Context: an optimization exercise on an open-source flow, tuned for small area and few clock cycles per item. The choices shown serve that exercise and are no tape-out recipe.
Where RTL was checked, it was by simulation tests only, not by an equivalence proof against the original.
Power and IR drop assume default switching activity.

==> try-umber: inputs <==
## sorted_priority_queue_unit
module sorted_priority_queue_unit (
  input  logic              clk_i,
  input  logic              rst_ni,
  input  logic              start,
  output logic              busy,
  input  logic              operation_i,
  input  logic [31:0]       entry_data_i,
  input  logic [15:0]       entry_priority_i,
  output logic              done_o,
  output logic [31:0]       result_data_o,
  output logic [1:0]        status_o,
  output logic [4:0]        entry_count_o
);
  localparam int Depth = spq_pkg::Depth;
  localparam int DataW = spq_pkg::DataW;
  localparam int PrioW = spq_pkg::PrioW;
  localparam int CountW = spq_pkg::CountW;
  localparam logic [1:0] StInserted = spq_pkg::StInserted;
  localparam logic [1:0] StRemoved = spq_pkg::StRemoved;
  localparam logic [1:0] StEmpty = spq_pkg::StEmpty;
  localparam logic [1:0] StFull = spq_pkg::StFull;
  localparam logic OpInsert = spq_pkg::OpInsert;
  logic [Depth-1:0]       slot_behind, slot_ahead, slot_late_ahead, slot_free;
  logic [DataW-1:0]       slot_data [Depth];
  logic                   accept, full, empty, ins, rem;
  logic [CountW-1:0]      count_q, held;
  logic [Depth-1:0]       behind_q;
  logic                   late_head_q;
  logic [3:0]             depth, depth_inc, late_depth;
  logic                   done_q, removed_q, pend_q, pend2_q;
  logic [PrioW-1:0]       pend_prio_q;
  logic [1:0]             status_q, status_d;
  logic [DataW-1:0]       result;
  assign busy   = 1'b0;
  assign accept = start;
  assign full   = count_q[4];
  assign empty  = (count_q == '0);
  assign ins    = accept && (operation_i == OpInsert) && !full;
  assign rem    = accept && (operation_i != OpInsert) && !empty;
  assign held = count_q - CountW'(pend_q);
  for (genvar g = 0; g < Depth; g++) begin : g_slot
    spq_cell #(.Init(4'(g))) u_cell (
      .clk_i       (clk_i),
      .rst_ni      (rst_ni),
      .wr_i        (ins),
      .cmd_data_i  (entry_data_i),
  ...
Settings: LEC_CHECK=0, CAP_MARGIN=20, CORE_MARGIN=2, CORE_UTILIZATION=60, CTS_BUF_LIST=sky130_fd_sc_hd__clkbuf_8, CTS_CLUSTER_DIAMETER=60, CTS_CLUSTER_SIZE=12, PLACE_DENSITY=0.7, SLEW_MARGIN=20; clock period 5.0 ns.
standard.sh (not shown) runs the stock make flow with config.mk's settings and CLKGATE_MAP_FILE= SYNTH_SCRIPT=/design/flow/synth_recipe.tcl, a recipe that flattens the netlist after the stock synthesis.
==> flow/flow/run.sh <==
#!/bin/bash
# The standard layout (standard.sh), with two changes: clock tree synthesis
# inserts no dummy loads, and the port buffers are buf_1 cells.
set -euo pipefail
export CTS_ARGS="-sink_clustering_enable -repair_clock_nets -dont_use_dummy_load -sink_clustering_size 8 -sink_clustering_max_diameter 50 -buf_list sky130_fd_sc_hd__clkbuf_4"
export BUFFER_PORTS_ARGS="-buffer_cell sky130_fd_sc_hd__buf_1"
bash standard.sh > standard.log 2>&1
==> inputs of try-cedar, as changes to try-umber <==
==> flow/run.sh (new file) <==
#!/bin/bash
# synth_recipe.tcl (not shown) runs the flow's synth.tcl, then flattens the netlist and writes it again
# the make line also repeats each setting of config.mk as NAME=value (left out here)
make -C /OpenROAD-flow-scripts/flow DESIGN_CONFIG=/design/flow/config.mk WORK_HOME=/design/flow/orfs CLKGATE_MAP_FILE= SYNTH_SCRIPT=/design/flow/synth_recipe.tcl finish
removed: flow/flow/run.sh
removed: flow/standard.sh
==> inputs of try-violet, as changes to try-umber <==
==> flow/design.v (replaced) <==
package spq_pkg;
  localparam int Depth  = 16;
  localparam int DataW  = 32;
  localparam int PrioW  = 16;
  localparam int CountW = $clog2(Depth + 1);
  localparam logic [1:0] StInserted = 2'd0;
  localparam logic [1:0] StRemoved  = 2'd1;
  localparam logic [1:0] StEmpty    = 2'd2;
  localparam logic [1:0] StFull     = 2'd3;
  localparam logic OpInsert = 1'b0;
  localparam logic OpRemove = 1'b1;
endpackage
module spq_cell #(
  parameter logic [3:0] Init = 4'd0
) (
  input  logic        clk_i,
  input  logic        rst_ni,
  input  logic        wr_i,        
  input  logic [31:0] cmd_data_i,
  input  logic [15:0] cmd_prio_i,
  input  logic [4:0]  count_i,     
  input  logic        pend_i,      
  input  logic [4:0]  held_i,      
  input  logic [15:0] pend_prio_i,
  input  logic [3:0]  depth_i,     
  output logic        behind_o,    
  output logic        free_o,      
  output logic [31:0] data_o
);
  localparam int DataW = spq_pkg::DataW;
  localparam int PrioW = spq_pkg::PrioW;
  logic [3:0]       depth_q;
  logic [DataW-1:0] data_q;
  logic [PrioW-1:0] prio_q;
  logic             new_q;         
  logic             valid, free, ge;
  function automatic logic ge16(input logic [15:0] a, input logic [15:0] b);
    logic gt, eq;
    gt = 1'b0;
    eq = 1'b1;
    for (int i = 15; i >= 0; i--) begin
      gt = gt | (eq & a[i] & ~b[i]);
      eq = eq & ~(a[i] ^ b[i]);
    end
    ge16 = gt | eq;
  endfunction
  function automatic logic lt5(input logic [4:0] a, input logic [4:0] b);
    logic lt, eq;
    lt = 1'b0;
    eq = 1'b1;
    for (int i = 4; i >= 0; i--) begin
      lt = lt | (eq & ~a[i] & b[i]);
      eq = eq & ~(a[i] ^ b[i]);
    end
    lt5 = lt;
  endfunction
  function automatic logic [3:0] inc4(input logic [3:0] a);
    inc4 = {a[3] ^ (&a[2:0]), a[2] ^ (&a[1:0]), a[1] ^ a[0], ~a[0]};
  endfunction
  assign valid = lt5({1'b0, depth_q}, held_i);
  assign free  = (depth_q == count_i[3:0]);
  assign ge    = ge16(prio_q, pend_prio_i);
  always_ff @(posedge clk_i or negedge rst_ni) begin
    if (!rst_ni) begin
      depth_q <= Init;
    end else if (pend_i) begin
      if (new_q) depth_q <= depth_i;
      else if (valid && ge) depth_q <= inc4(depth_q);
    end
  end
  always_ff @(posedge clk_i) begin
    new_q <= wr_i && free;
    if (wr_i && free) begin
      data_q <= cmd_data_i;
      prio_q <= cmd_prio_i;
    end
  end
  assign behind_o = valid && !ge;
  assign free_o   = free;
  assign data_o   = data_q;
endmodule
module sorted_priority_queue_unit (
  input  logic              clk_i,
  input  logic              rst_ni,
  input  logic              start,
  output logic              busy,
  input  logic              operation_i,
  input  logic [31:0]       entry_data_i,
  input  logic [15:0]       entry_priority_i,
  output logic              done_o,
  output logic [31:0]       result_data_o,
  output logic [1:0]        status_o,
  output logic [4:0]        entry_count_o
);
  localparam int Depth = spq_pkg::Depth;
  localparam int DataW = spq_pkg::DataW;
  localparam int PrioW = spq_pkg::PrioW;
  localparam int CountW = spq_pkg::CountW;
  localparam logic [1:0] StInserted = spq_pkg::StInserted;
  localparam logic [1:0] StRemoved = spq_pkg::StRemoved;
  localparam logic [1:0] StEmpty = spq_pkg::StEmpty;
  localparam logic [1:0] StFull = spq_pkg::StFull;
  localparam logic OpInsert = spq_pkg::OpInsert;
  logic [Depth-1:0]       slot_behind, slot_free;
  logic [DataW-1:0]       slot_data [Depth];
  logic                   accept, full, empty, ins, rem;
  logic [CountW-1:0]      count_q, held;
  logic [3:0]             depth;
  logic                   done_q, removed_q, pend_q;
  logic [PrioW-1:0]       pend_prio_q;
  logic [1:0]             status_q, status_d;
  logic [DataW-1:0]       result;
  assign busy   = 1'b0;
  assign accept = start;
  assign full   = count_q[4];
  assign empty  = (count_q == '0);
  assign ins    = accept && (operation_i == OpInsert) && !full;
  assign rem    = accept && (operation_i != OpInsert) && !empty;
  assign held = count_q - CountW'(pend_q);
  for (genvar g = 0; g < Depth; g++) begin : g_slot
    spq_cell #(.Init(4'(g))) u_cell (
      .clk_i       (clk_i),
      .rst_ni      (rst_ni),
      .wr_i        (ins),
      .cmd_data_i  (entry_data_i),
      .cmd_prio_i  (entry_priority_i),
      .count_i     (count_q),
      .pend_i      (pend_q),
      .held_i      (held),
      .pend_prio_i (pend_prio_q),
      .depth_i     (depth),
      .behind_o    (slot_behind[g]),
      .free_o      (slot_free[g]),
      .data_o      (slot_data[g])
    );
  end
  always_comb begin
    depth = '0;
    for (int i = 0; i < Depth; i++) depth = depth + 4'(slot_behind[i]);
  end
  always_comb begin
    if (operation_i == OpInsert) status_d = full ? StFull : StInserted;
    else                         status_d = empty ? StEmpty : StRemoved;
  end
  always_ff @(posedge clk_i or negedge rst_ni) begin
    if (!rst_ni) begin
      count_q   <= '0;
      done_q    <= 1'b0;
      removed_q <= 1'b0;
      pend_q    <= 1'b0;
    end else begin
      done_q    <= accept;
      removed_q <= rem;
      pend_q    <= ins;
      if (ins)      count_q <= count_q + 1'b1;
      else if (rem) count_q <= count_q - 1'b1;
    end
  end
  always_ff @(posedge clk_i) begin
    pend_prio_q <= entry_priority_i;
    if (accept) status_q <= status_d;
  end
  always_comb begin
    result = '0;
    for (int i = 0; i < Depth; i++) begin
      if (slot_free[i]) result = result | slot_data[i];
    end
  end
  assign done_o        = done_q;
  assign result_data_o = removed_q ? result : '0;
  assign status_o      = status_q;
  assign entry_count_o = count_q;
endmodule
==> flow/run.sh (new file) <==
#!/bin/bash
# synth_recipe.tcl (not shown) runs the flow's synth.tcl, then flattens the netlist and writes it again
# the make line also repeats each setting of config.mk as NAME=value (left out here)
make -C /OpenROAD-flow-scripts/flow DESIGN_CONFIG=/design/flow/config.mk WORK_HOME=/design/flow/orfs CLKGATE_MAP_FILE= SYNTH_SCRIPT=/design/flow/synth_recipe.tcl finish
Settings changed: CORE_UTILIZATION 60 to 40, CTS_BUF_LIST sky130_fd_sc_hd__clkbuf_8 to unset, CTS_CLUSTER_DIAMETER 60 to unset, CTS_CLUSTER_SIZE 12 to unset, PLACE_DENSITY 0.7 to 0.6.
removed: flow/flow/run.sh
removed: flow/standard.sh
==> results.txt <==
Outcome: try-violet complete, but fails checks; try-umber no timing/DRC/antenna violations; try-cedar no timing/DRC/antenna violations
Reasons for failing layout checks: try-violet setup timing; try-umber -; try-cedar -
Die Ht: try-violet 312.4 microns; try-umber 255.1 microns; try-cedar 255.1 microns
Fraction of post-synthesis cell area in the top cell type by area: try-violet 60.79%; try-umber 60.96%; try-cedar 60.96%
Final design instance area without fill: try-violet 46710 sq um; try-umber 40670 sq um; try-cedar 41900 sq um
Place WS: try-violet -0.8028 ns; try-umber 0.4168 ns; try-cedar 0.7868 ns
Proportion of cell area occupied by multi-input gates: try-violet 26.48%; try-umber 26.64%; try-cedar 25.83%
Largest net degree at the start of global routing: try-violet 71; try-umber 74; try-cedar 74
GRT met2 Usage: try-violet 38.72%; try-umber 49.29%; try-cedar 49.47%
Count of mapped cells out of synthesis: try-violet 2712; try-umber 2613; try-cedar 2613
Portion of total power attributed to combinational logic: try-violet 44.6%; try-umber 43.2%; try-cedar 44.1%
Setup crit end: try-violet g_slot[13].u_cell.depth_q[1]; try-umber result_data_o[3]; try-cedar result_data_o[29]
Worst hold slack after final layout: try-violet 0.3270 ns; try-umber 0.1885 ns; try-cedar 0.3256 ns
Mux contribution to synthesized area: try-violet 0.08552%; try-umber 1.184%; try-cedar 1.184%
Wirelength, routed: try-violet 114.6 mm; try-umber 102.5 mm; try-cedar 102.9 mm
Iter 0 DRT Violations: try-violet 2538; try-umber 2840; try-cedar 3080
Nature of the critical path endpoint: try-violet register; try-umber output pin; try-cedar output pin
Achievable frequency: try-violet 179.2 MHz; try-umber 204.4 MHz; try-cedar 202.2 MHz
Combinational power: try-violet 12.3 mW; try-umber 9.79 mW; try-cedar 10.6 mW
Flip-flop and latch share of the layout cell area: try-violet 54.85%; try-umber 64.60%; try-cedar 62.70%
Testbench counts of try-umber, summed over its fixed seeds: cycles 24,008, requests 24,000.
Testbench counts of try-cedar, summed over its fixed seeds: cycles 24,008, requests 24,000.
The RTL of try-violet was laid out without a check of its function.

==> re-timing with driven ports <==
How much do the figures lean on ideal ports? The routed layouts below were timed once more, with nothing changed but the port constraints. Step 1 sets driving cells, clkbuf_16 on the clock port and buf_2 on the other inputs (assumed; they add their load-dependent delay and slew). Step 2, shift: input delay + t, output delay - t, t = (earliest + latest rising clock arrival at the registers) / 2. This alone moves slack from input paths to output paths. Three values: no drivers, after step 1, after step 2; two values: the first two.
run | t (ns) | setup WS [ns] | latest minus earliest clock arrival (ns) | slew at the worst register clock pin (ns) | worst data-port slew with drivers (ns)
try-umber | 1.013 | 0.107 / 0.045 / 0.656 | 0.122 / 0.122 | 0.10 / 0.10 | 0.11
try-cedar | 0.757 | 0.055 / -0.004 / 0.727 | 0.064 / 0.064 | 0.09 / 0.09 | 0.12
try-violet | 0.718 | -0.582 / -0.582 / -0.582 | 0.033 / 0.033 | 0.07 / 0.07 | 0.18
